From an optimization exercise on the open Yosys and OpenROAD flow, aimed at small area, a short achievable clock period and few clock cycles per item; shortcuts taken in it are not production practice. Where RTL was checked, it was by simulation tests only, not by an equivalence proof against the original. Power and IR drop assume default switching activity.

## main
==> flow/design.v <==
package prplw_pkg;
    localparam int COUNT_BITS = 32;
    localparam int CALC_BITS  = (COUNT_BITS > 28) ? COUNT_BITS : 28;
    localparam int ADDR_BITS  = 64;
    localparam int LEN_BITS   = 28;
    localparam int SLOT_BITS  = 24;
    localparam int SHIFT_BITS = 5;
    localparam logic [SHIFT_BITS-1:0] SHIFT_MIN   = 5'd12;
    localparam logic [SHIFT_BITS-1:0] SHIFT_MAX   = 5'd27;
    localparam logic [SHIFT_BITS-1:0] SHIFT_RESET = 5'd12;
    localparam logic [SHIFT_BITS-1:0] ENTRY_SHIFT = 5'd3;
    localparam logic KIND_START = 1'b0;
    localparam logic KIND_ENTRY = 1'b1;
    typedef enum logic [1:0] {
        RES_SEGMENT    = 2'd0,
        RES_FETCH      = 2'd1,
        RES_NULL       = 2'd2,
        RES_UNEXPECTED = 2'd3
    } result_kind_t;
    typedef struct packed {
        result_kind_t           kind;
        logic [ADDR_BITS-1:0]   address;
        logic [LEN_BITS-1:0]    length;
        logic                   last;
    } result_t;
endpackage
import prplw_pkg::*;
module nvme_prp_list_walker_unit (
    input  logic          aclk,
    input  logic          aresetn,
    input  logic          cfg_valid,
    output logic          cfg_ready,
    input  logic [4:0]    cfg_data,      
    input  logic          s_tvalid,
    output logic          s_tready,
    input  logic [223:0]  s_tdata,       
    input  logic          s_tuser,       
    output logic          m_tvalid,
    input  logic          m_tready,
    output logic [95:0]   m_tdata,       
    output logic [1:0]    m_tuser,       
    output logic          m_tlast        
);
    localparam logic [1:0] LEN_ZERO = 2'd0;
    localparam logic [1:0] LEN_PAGE = 2'd1;
    localparam logic [1:0] LEN_LEFT = 2'd2;
    logic [3:0]  sh_reg;
    logic        walking_reg;
    logic        valid_reg;      
    logic        more_reg;       
    logic        sub_reg;        
    logic [31:0] left_reg;
    logic [63:0] fetch_reg;
    logic [23:0] slot_reg;
    logic [63:0] res_addr_reg;
    logic [1:0]  res_kind_reg;
    logic [1:0]  res_len_reg;
    logic [63:0] in_first, in_second, in_entry;
    logic [31:0] in_count;
    logic        is_start;
    logic [15:0] sh_hot;   
    logic [31:0] m_eq0;    
    logic [31:0] m_eq1;    
    logic [31:0] m_lo0;    
    logic [31:0] m_lo1;    
    logic [31:0] m_hi1;    
    logic [31:0] m_hi2;    
    logic [23:0] m_slot;   
    logic [27:0] page;
    logic        l_gt_p;
    logic        slot_ge_last;
    logic        ent_two;      
    logic        ent_fetch;    
    logic [63:0] fetch_inc;
    logic [31:0] left_hi;
    logic [31:0] left_sub_p;
    logic        c_gt_p;
    logic        c_gt_2p;
    logic        c_nz;
    logic        e_zero;
    logic        accept;
    logic        pop;
    logic        next;
    assign in_first  = s_tdata[63:0];
    assign in_second = s_tdata[127:64];
    assign in_count  = s_tdata[159:128];
    assign in_entry  = s_tdata[223:160];
    assign is_start  = (s_tuser == KIND_START);
    always_comb begin
        for (int i = 0; i < 16; i++) sh_hot[i] = (sh_reg == 4'(i));
        m_eq0 = 32'({sh_hot, 12'd0});
        m_eq1 = 32'({sh_hot, 13'd0});
        m_lo0[0] = 1'b1;
        for (int i = 1; i < 32; i++) m_lo0[i] = m_lo0[i-1] & ~m_eq0[i-1];
        m_lo0 = m_lo0 & ~m_eq0;
        for (int i = 0; i < 32; i++) m_lo0[i] = (i < 12) ? 1'b1 : m_lo0[i];
        m_lo1 = {m_lo0[30:0], 1'b1};
        m_hi1 = ~(m_lo0 | m_eq0);
        m_hi2 = ~(m_lo1 | m_eq1);
        m_slot = m_lo0[26:3];
    end
    assign page = m_eq0[27:0];
    assign l_gt_p       = (|(left_reg & m_hi1)) || ((|(left_reg & m_eq0)) && (|(left_reg & m_lo0)));
    assign slot_ge_last = (|(slot_reg & ~m_slot)) || (&(slot_reg | ~m_slot));
    assign ent_fetch    = walking_reg && slot_ge_last && l_gt_p;
    assign ent_two      = walking_reg && !slot_ge_last && l_gt_p;
    logic [23:0] slot_inc;
    always_comb begin
        logic c;
        c = 1'b1;
        fetch_inc[2:0] = fetch_reg[2:0];
        for (int i = 3; i < 64; i++) begin
            fetch_inc[i] = fetch_reg[i] ^ c;
            c = c & fetch_reg[i];
        end
        c = 1'b1;
        for (int i = 0; i < 24; i++) begin
            slot_inc[i] = slot_reg[i] ^ c;
            c = c & slot_reg[i];
        end
    end
    assign left_hi = left_reg & ~m_lo0;
    always_comb begin
        logic any;
        any = 1'b0;
        for (int i = 0; i < 32; i++) begin
            left_sub_p[i] = left_reg[i] ^ (!m_lo0[i] && !any);
            any = any | left_hi[i];
        end
    end
    assign c_gt_p  = (|(in_count & m_hi1)) || ((|(in_count & m_eq0)) && (|(in_count & m_lo0)));
    assign c_gt_2p = (|(in_count & m_hi2)) || ((|(in_count & m_eq1)) && (|(in_count & m_lo1)));
    assign c_nz    = |in_count;
    assign e_zero  = ~|in_entry;
    assign cfg_ready = 1'b1;
    assign m_tvalid  = valid_reg;
    assign pop       = valid_reg && m_tready;
    assign next      = pop && more_reg;
    assign s_tready  = !valid_reg || (m_tready && !more_reg);
    assign accept    = s_tvalid && s_tready;
    assign m_tuser        = res_kind_reg;
    assign m_tlast        = !more_reg;
    assign m_tdata[95:92] = 4'b0;
    assign m_tdata[63:0]  = res_addr_reg;
    always_comb begin
        case (res_len_reg)
            LEN_PAGE: m_tdata[91:64] = page;
            LEN_LEFT: m_tdata[91:64] = left_reg[27:0];
            default:  m_tdata[91:64] = 28'd0;
        endcase
    end
    always_ff @(posedge aclk) begin
        if (next) begin
            res_addr_reg <= fetch_reg;
            res_kind_reg <= walking_reg ? RES_FETCH : RES_SEGMENT;
            res_len_reg  <= walking_reg ? LEN_ZERO : LEN_LEFT;
        end else if (accept) begin
            if (is_start) begin
                res_kind_reg <= RES_SEGMENT;
                res_addr_reg <= in_first;
                res_len_reg  <= c_gt_p ? LEN_PAGE : LEN_LEFT;
            end else begin
                res_addr_reg <= walking_reg ? in_entry : 64'd0;
                if (!walking_reg) begin
                    res_kind_reg <= RES_UNEXPECTED;
                    res_len_reg  <= LEN_ZERO;
                end else if (e_zero) begin
                    res_kind_reg <= RES_NULL;
                    res_len_reg  <= LEN_ZERO;
                end else if (ent_fetch) begin
                    res_kind_reg <= RES_FETCH;
                    res_len_reg  <= LEN_ZERO;
                end else begin
                    res_kind_reg <= RES_SEGMENT;
                    res_len_reg  <= ent_two ? LEN_PAGE : LEN_LEFT;
                end
            end
        end
        if (sub_reg) begin
            left_reg <= left_sub_p;
        end else if (accept) begin
            if (is_start) begin
                left_reg  <= in_count;
                fetch_reg <= in_second;
                slot_reg  <= '0;
            end else if (!e_zero) begin
                if (ent_fetch) begin
                    fetch_reg <= in_entry;
                    slot_reg  <= '0;
                end else if (ent_two) begin
                    left_reg  <= left_sub_p;
                    fetch_reg <= fetch_inc;
                    slot_reg  <= slot_reg + 24'd1;
                end
            end
        end
        if (!aresetn) begin
            sh_reg      <= '0;
            walking_reg <= 1'b0;
            valid_reg   <= 1'b0;
            more_reg    <= 1'b0;
            sub_reg     <= 1'b0;
        end else begin
            if (cfg_valid) begin
                if (cfg_data < SHIFT_MIN)      sh_reg <= 4'd0;
                else if (cfg_data > SHIFT_MAX) sh_reg <= 4'd15;
                else                           sh_reg <= 4'(cfg_data - SHIFT_MIN);
            end
            sub_reg <= accept && is_start && c_gt_p;
            if (accept) begin
                valid_reg <= !is_start || c_nz;
                more_reg  <= is_start ? c_gt_p : (ent_two && !e_zero);
                if (is_start)
                    walking_reg <= c_gt_2p;
                else if (e_zero || !(ent_fetch || ent_two))
                    walking_reg <= 1'b0;
            end else if (pop) begin
                if (more_reg) more_reg  <= 1'b0;
                else          valid_reg <= 1'b0;
            end
        end
    end
endmodule
export LEC_CHECK = 0
export CAP_MARGIN = 20
export CORE_MARGIN = 2
export CORE_UTILIZATION = 40
export SLEW_MARGIN = 20
create_clock -name core_clock -period 8.5 [get_ports {aclk}]
standard.sh (not shown) runs the stock make flow with config.mk's settings and CLKGATE_MAP_FILE= SYNTH_SCRIPT=/design/flow/synth_recipe.tcl, a recipe that flattens the netlist after the stock synthesis.
==> flow/flow/run.sh <==
#!/bin/bash
# The standard layout (standard.sh), with: port buffers of the smallest buffer cell,
# the settings below, and (if flow/abc_speed.script exists) that ABC mapping script in
# place of ORFS's. Each tool's output stays in its ORFS log; make's output in standard.log.
set -e
if [ -f flow/abc_speed.script ]; then
  rm -rf orfs_scripts
  cp -r "$FLOW_HOME/scripts" orfs_scripts
  cp flow/abc_speed.script orfs_scripts/abc_speed.script
fi
export BUFFER_PORTS_ARGS="-buffer_cell sky130_fd_sc_hd__buf_1"
bash standard.sh  SETUP_SLACK_MARGIN=4.5 finish > standard.log 2>&1
In main the implementation completed, yet the final layout does not meet the checks, the culprit being negative setup slack.
### main -> the feature branch
--- a/flow/design.v
+++ b/flow/design.v
@@ -103,23 +103,9 @@
     assign l_gt_p       = (|(left_reg & m_hi1)) || ((|(left_reg & m_eq0)) && (|(left_reg & m_lo0)));
     assign slot_ge_last = (|(slot_reg & ~m_slot)) || (&(slot_reg | ~m_slot));
     assign ent_fetch    = walking_reg && slot_ge_last && l_gt_p;
     assign ent_two      = walking_reg && !slot_ge_last && l_gt_p;
-    logic [23:0] slot_inc;
-    always_comb begin
-        logic c;
-        c = 1'b1;
-        fetch_inc[2:0] = fetch_reg[2:0];
-        for (int i = 3; i < 64; i++) begin
-            fetch_inc[i] = fetch_reg[i] ^ c;
-            c = c & fetch_reg[i];
-        end
-        c = 1'b1;
-        for (int i = 0; i < 24; i++) begin
-            slot_inc[i] = slot_reg[i] ^ c;
-            c = c & slot_reg[i];
-        end
-    end
+    assign fetch_inc    = {fetch_reg[63:3] + 61'd1, fetch_reg[2:0]};
     assign left_hi = left_reg & ~m_lo0;
     always_comb begin
         logic any;
         any = 1'b0;
### Flow results
Total power after layout delta for the feature branch relative to main: about 1.6% higher. Cmp the feature branch and main / wire length of the first global-routing pass / higher: main. In the tables for the feature branch and main, die area reads lower with main. The feature branch finished end to end and its layout was clean on timing, DRC and antenna. Compared with main, in the feature branch detailed-route wire length saw little to no change, final cell count rose by 2.7%, number of H-tree branching levels stayed essentially flat, sequential-to-total area share from yosys stat moved down, sequential fraction of total cell area +1.4 points. In the flow results for the feature branch and main, the peak clock frequency supported by timing is larger on the feature branch. Delta (the feature branch minus main): clock latency of the later-clocked register in the worst-skew pair roughly the same; mean post-synth cell area now smaller.
Testbench counts of the feature branch, summed over its fixed seeds: cycles 23,383, items 12,000.
No functional check of the RTL was part of main.

separate check: timing with driven ports:
No port has a modelled driver above. Below, the same layouts with a new extraction and two added sets of constraints.
Step 1: set_driving_cell puts a clkbuf_16 on aclk and a buf_2 on each other input, an assumption about the parent block.
Step 2 also shifts input and output timing later by t, the mid clock arrival at the registers, as if the neighbouring blocks saw the same clock.
Slacks: ideal / step 1 / step 2; pairs: ideal / step 1.
run | shift t [ns] | slack for setup (ns) | worst register clock-pin slew, ns
main | 0.495 | -1.643 / -1.643 / -1.643 | 0.08 / 0.08
the feature branch | 0.506 | 4.552 / 4.505 / 4.178 | 0.08 / 0.08
The setup slack of the feature branch, which loses most, moves by -0.047 ns with the drivers and by -0.374 ns with both steps.
